Background: an optimization exercise with open tools, aiming at small area, a short achievable clock period and few clock cycles. Do not read the settings as production practice.
Where RTL was checked, it was by simulation tests only, not by an equivalence proof against the original.
Power and IR drop assume default switching activity.

== try-juniper ==
Design alu_unit, start of the top module:
module alu_unit (
	input  logic                           clk,
	input  logic                           rst,
	input  logic [alu_pkg::word_width-1:0] bus_in,
	input  logic                           y_load,
	input  alu_pkg::alu_op_t               op,
	input  logic                           op_valid,
	output logic [alu_pkg::word_width-1:0] z_hi,
	output logic [alu_pkg::word_width-1:0] z_lo,
	output logic                           done,
	output logic                           busy
);
For scale: roughly 2800 cells after synthesis, roughly 250 flip-flops, ~110 I/O pins, about 0.021 mm2 of cells after synthesis.
clock: 6.0 ns
lec_check: 0
cap_margin: 20
core_margin: 2
core_utilization: 40
setup_slack_margin: 3.9
slew_margin: 20
tns_end_percent: 5
dont_use_cells: sky130_fd_sc_hd__fa_1 sky130_fd_sc_hd__fa_2 sky130_fd_sc_hd__fa_4 sky130_fd_sc_hd__ha_1 sky130_fd_sc_hd__ha_2 sky130_fd_sc_hd__ha_4
standard.sh (not shown) runs the stock make flow with config.mk's settings and CLKGATE_MAP_FILE= SYNTH_SCRIPT=/design/flow/synth_recipe.tcl, a recipe that flattens the netlist after the stock synthesis.
==> flow/flow/run.sh <==
#!/bin/bash
# The standard layout (the standard.sh: the same ORFS synthesis script,
# floorplan, placement, CTS and routing) with two changes:
#  - the full and half adder cells are put on the don't-use list (added to
#    config.mk, ahead of the platform's own list), so synthesis leaves adders
#    as plain gates for abc to map: a faster carry-save tree than the slow
#    fa/ha cells give, with the same registers;
#  - the port buffers that placement inserts are buf_1 cells instead of the
#    delay buffer the resizer picks by default.
# make's full output goes to flow_make.log; ORFS keeps each tool's log under
# orfs/logs/.
set -euo pipefail
printf '\nexport DONT_USE_CELLS = sky130_fd_sc_hd__fa_1 sky130_fd_sc_hd__fa_2 sky130_fd_sc_hd__fa_4 sky130_fd_sc_hd__ha_1 sky130_fd_sc_hd__ha_2 sky130_fd_sc_hd__ha_4\n' >> config.mk
export BUFFER_PORTS_ARGS="-buffer_cell sky130_fd_sc_hd__buf_1"
bash standard.sh > flow_make.log 2>&1
Modified inputs, try-sierra compared to try-juniper
Settings: ABC_AREA newly set to 1; SETUP_SLACK_MARGIN changed from 3.9 to 3.6.
## What came out
- try-sierra: number of standard cells in the layout, taps in and fillers out is 2252 higher than what try-juniper reported.
- A largest family of logic cells by synthesized area of compound AO/OA/AOI/OAI gates is what try-juniper shows, while simple AND/OR/NAND/NOR gates belongs to try-sierra.
- met4 as the top routing layer in use was reported by try-juniper, and met5 by try-sierra.
- Going from try-juniper to try-sierra, the global-route usage was found to have gone up by 2.0 points.
- Routed wire length: try-sierra and try-juniper compared, lower one is try-juniper
- try-sierra against try-juniper: setup skew after layout held steady, area fraction of clock buffers and clock inverters shrank by 1.0 points, signed area change from the synthesized netlist to the final layout shrank by 4.4 points, setup slack grew by 0.47 ns.
## Diff of input files: try-lagoon against try-sierra
Settings: ABC_AREA: 1 -> unset; TNS_END_PERCENT: 5 -> 1.
Results
Against try-sierra, try-lagoon comes in 0.11 lower on weighted congestion reported at the end of routability-driven placement.
Note that the overall via count from detail_route recorded for try-sierra amounts to 1.5 times the value seen in try-lagoon.
The largest stage delay on the critical path number comes out higher for try-sierra vs try-lagoon.
try-lagoon vs. try-sierra: part of the cycle the worst path needs went up by 7.9 points.
From try-sierra to try-lagoon, count of input and output buffers did not move at all.
try-lagoon against try-sierra: final area lost about 17%, maximum clock rate lost 16%, portion of the post-synthesis area used by sequential elements picked up an extra 4.6 points.
Input-level comparison between try-umber and try-lagoon:
Settings: a change of TNS_END_PERCENT from 1 to 5; an added ABC_AREA of 1; a deleted DONT_USE_CELLS that had been sky130_fd_sc_hd__fa_1 sky130_fd_sc_hd__fa_2 sky130_fd_sc_hd__fa_4 sky130_fd_sc_hd__ha_1 sky130_fd_sc_hd__ha_2 sky130_fd_sc_hd__ha_4.
==> flow/flow/run.sh <==
#!/bin/bash
# The standard layout (the standard.sh, synthesis unchanged), except that
# the port buffers that placement inserts are buf_1 cells instead of the delay
# buffer the resizer picks by default. make's full output goes to flow_make.log;
# ORFS keeps each tool's log under orfs/logs/.
set -euo pipefail
export BUFFER_PORTS_ARGS="-buffer_cell sky130_fd_sc_hd__buf_1"
bash standard.sh > flow_make.log 2>&1
--- outcome ---
- try-umber finished every step from synthesis to the final layout, and the layout passed the timing, DRC and antenna checks.
- Highest clock rate was lower in the run labelled try-umber.
- In try-umber the number of distinct library cell variants in the gate-level netlist after synthesis turned out 21 lower than in try-lagoon.
- Re hold-fix buffer count after cts: no difference whatsoever between try-lagoon and try-umber.
- Relative to try-lagoon, the final cell area reported for try-umber is higher.
- Launch point of the worst path = cs[5]: try-lagoon; launch point of the worst path = m1: try-umber
- try-umber against try-lagoon: sequential share of layout area -0.79 points; switching part of the total +1.5 points; non-clock inverter instance count of the final layout +455; count of plain and timing-repair buffers in the layout -28; number of buffer and inverter stages on the critical path +1.
Function was not checked in any run of this note: the RTL went through the layout flow alone.

* * *

Another version of the RTL of alu_unit (not shown whole).
Size in the first run: roughly 2500 cells after synthesis, ~110 I/O pins, about 0.021 mm^2 of cells after synthesis.
Settings: LEC_CHECK=0, CAP_MARGIN=20, CORE_MARGIN=2, CORE_UTILIZATION=40, SETUP_SLACK_MARGIN=3.3, SLEW_MARGIN=20, TNS_END_PERCENT=5; clock period 6.0 ns.
run.sh (not shown) runs the stock make flow with config.mk's settings and CLKGATE_MAP_FILE= SYNTH_SCRIPT=/design/flow/synth_recipe.tcl, a recipe that flattens the netlist after the stock synthesis.
Stock flow here: none of the scripts above is used.
Testbench counts at the start, summed over its fixed seeds: cycles 6,522.
Next try:
==> flow/flow/run.sh (new file) <==
#!/bin/bash
# The standard layout (the standard.sh, synthesis unchanged), except that the
# port buffers that placement inserts use buf_2 instead of the delay buffer the
# resizer picks by default.
set -euo pipefail
export BUFFER_PORTS_ARGS="-buffer_cell sky130_fd_sc_hd__buf_2"
bash standard.sh > flow_make.log 2>&1
==> flow/standard.sh (new file) <==
#!/bin/bash
# synth_recipe.tcl (not shown) runs the flow's synth.tcl, then flattens the netlist and writes it again
# the make line also repeats each setting of config.mk as NAME=value (left out here)
make -C /OpenROAD-flow-scripts/flow DESIGN_CONFIG=/design/flow/config.mk WORK_HOME=/design/flow/orfs CLKGATE_MAP_FILE= SYNTH_SCRIPT=/design/flow/synth_recipe.tcl "${@:-finish}"
TNS_END_PERCENT = unset   (was 5)
removed: flow/run.sh
Outcome:
- cell area is higher by a few percent
- synthesized cell count is unchanged
- area after synthesis does not change
- routed wire length goes up by a few percent
- die area is unchanged
- via count rises by a few percent
- clock skew went up by 12 ps
- register-to-register slack degrades by 140 ps
- power rises by a few percent
Next try:
==> flow/flow/run.sh (replaced) <==
#!/bin/bash
# The standard layout (the standard.sh: the same ORFS synthesis script,
# floorplan, placement, CTS and routing) with two changes:
#  - the full and half adder cells are put on the don't-use list (added to
#    config.mk, ahead of the platform's own list), so synthesis leaves adders
#    as plain gates for abc to map: a faster carry-save tree than the slow
#    fa/ha cells give, with the same registers;
#  - the port buffers that placement inserts are buf_1 cells instead of the
#    delay buffer the resizer picks by default.
# make's full output goes to flow_make.log; ORFS keeps each tool's log under
# orfs/logs/.
set -euo pipefail
printf '\nexport DONT_USE_CELLS = sky130_fd_sc_hd__fa_1 sky130_fd_sc_hd__fa_2 sky130_fd_sc_hd__fa_4 sky130_fd_sc_hd__ha_1 sky130_fd_sc_hd__ha_2 sky130_fd_sc_hd__ha_4\n' >> config.mk
export BUFFER_PORTS_ARGS="-buffer_cell sky130_fd_sc_hd__buf_1"
bash standard.sh > flow_make.log 2>&1
DONT_USE_CELLS = sky130_fd_sc_hd__fa_1 sky130_fd_sc_hd__fa_2 sky130_fd_sc_hd__fa_4 sky130_fd_sc_hd__ha_1 sky130_fd_sc_hd__ha_2 sky130_fd_sc_hd__ha_4   (was unset)
SETUP_SLACK_MARGIN = 3.6   (was 3.3)
TNS_END_PERCENT = 5   (was unset)
Wire length drops by 5.7%. Sequential share of layout area climbs by 0.67 points. Final cell count rises by 13%. Total power went up by 8.3%. Via count climbs by 9.0%. Setup slack loses 82 ps. Global-route usage falls by 3.6 points.
Next try:
==> flow/run.sh (new file) <==
#!/bin/bash
# synth_recipe.tcl (not shown) runs the flow's synth.tcl, then flattens the netlist and writes it again
# the make line also repeats each setting of config.mk as NAME=value (left out here)
make -C /OpenROAD-flow-scripts/flow DESIGN_CONFIG=/design/flow/config.mk WORK_HOME=/design/flow/orfs CLKGATE_MAP_FILE= SYNTH_SCRIPT=/design/flow/synth_recipe.tcl finish
DONT_USE_CELLS = unset   (was sky130_fd_sc_hd__fa_1 sky130_fd_sc_hd__fa_2 sky130_fd_sc_hd__fa_4 sky130_fd_sc_hd__ha_1 sky130_fd_sc_hd__ha_2 sky130_fd_sc_hd__ha_4)
removed: flow/flow/run.sh
removed: flow/standard.sh
Outcome: Final cell count shrinks by 12%; utilization grows by 2.7 points; combinational power shrinks by 16%; die area shrinks by 4.7%; cell area grows by about 0.8%; total power shrinks by 12%; via count shrinks by 10%; setup slack is better by 220 ps; fmax grows by about 7%; global-route usage grows by 0.41 points.

-- static timing again, ports no longer ideal --
No port has a modelled driver above. Below, the same layouts with a new extraction and two added sets of constraints. Step 1 sets driving cells, clkbuf_16 on the clock port and buf_2 on the other inputs (assumed; they add their load-dependent delay and slew). Step 2 moves the port delays by t, midway between the first and last clock arrival at a register: inputs arrive t later, outputs are due t later. That takes back most of the time a late clock gives input paths. Three values: no drivers, after step 1, after step 2; two values: the first two.
run	shift t [ns]	setup WS [ns]	worst data-port slew with drivers (ns)	cell pins on the clock port's net
try-juniper	0.637	3.078 / 3.078 / 2.534	0.05	1
try-sierra	0.644	3.550 / 3.490 / 3.091	0.04	1
try-lagoon	0.653	3.078 / 3.078 / 2.638	0.08	1
try-umber	0.653	3.048 / 3.048 / 2.795	0.05	1
the first run of note 2	0.641	3.050 / 3.025 / 2.891	0.04	1
the second run of note 2	0.651	2.914 / 2.914 / 2.914	0.04	1
the third run of note 2	0.615	2.832 / 2.832 / 2.832	0.04	1
the fourth run of note 2	0.646	3.048 / 2.988 / 2.915	0.04	1
After both steps every run listed still meets setup and hold. For try-juniper, which loses most, drivers alone change the setup slack by 0.000 ns; drivers and shift together by -0.544 ns.
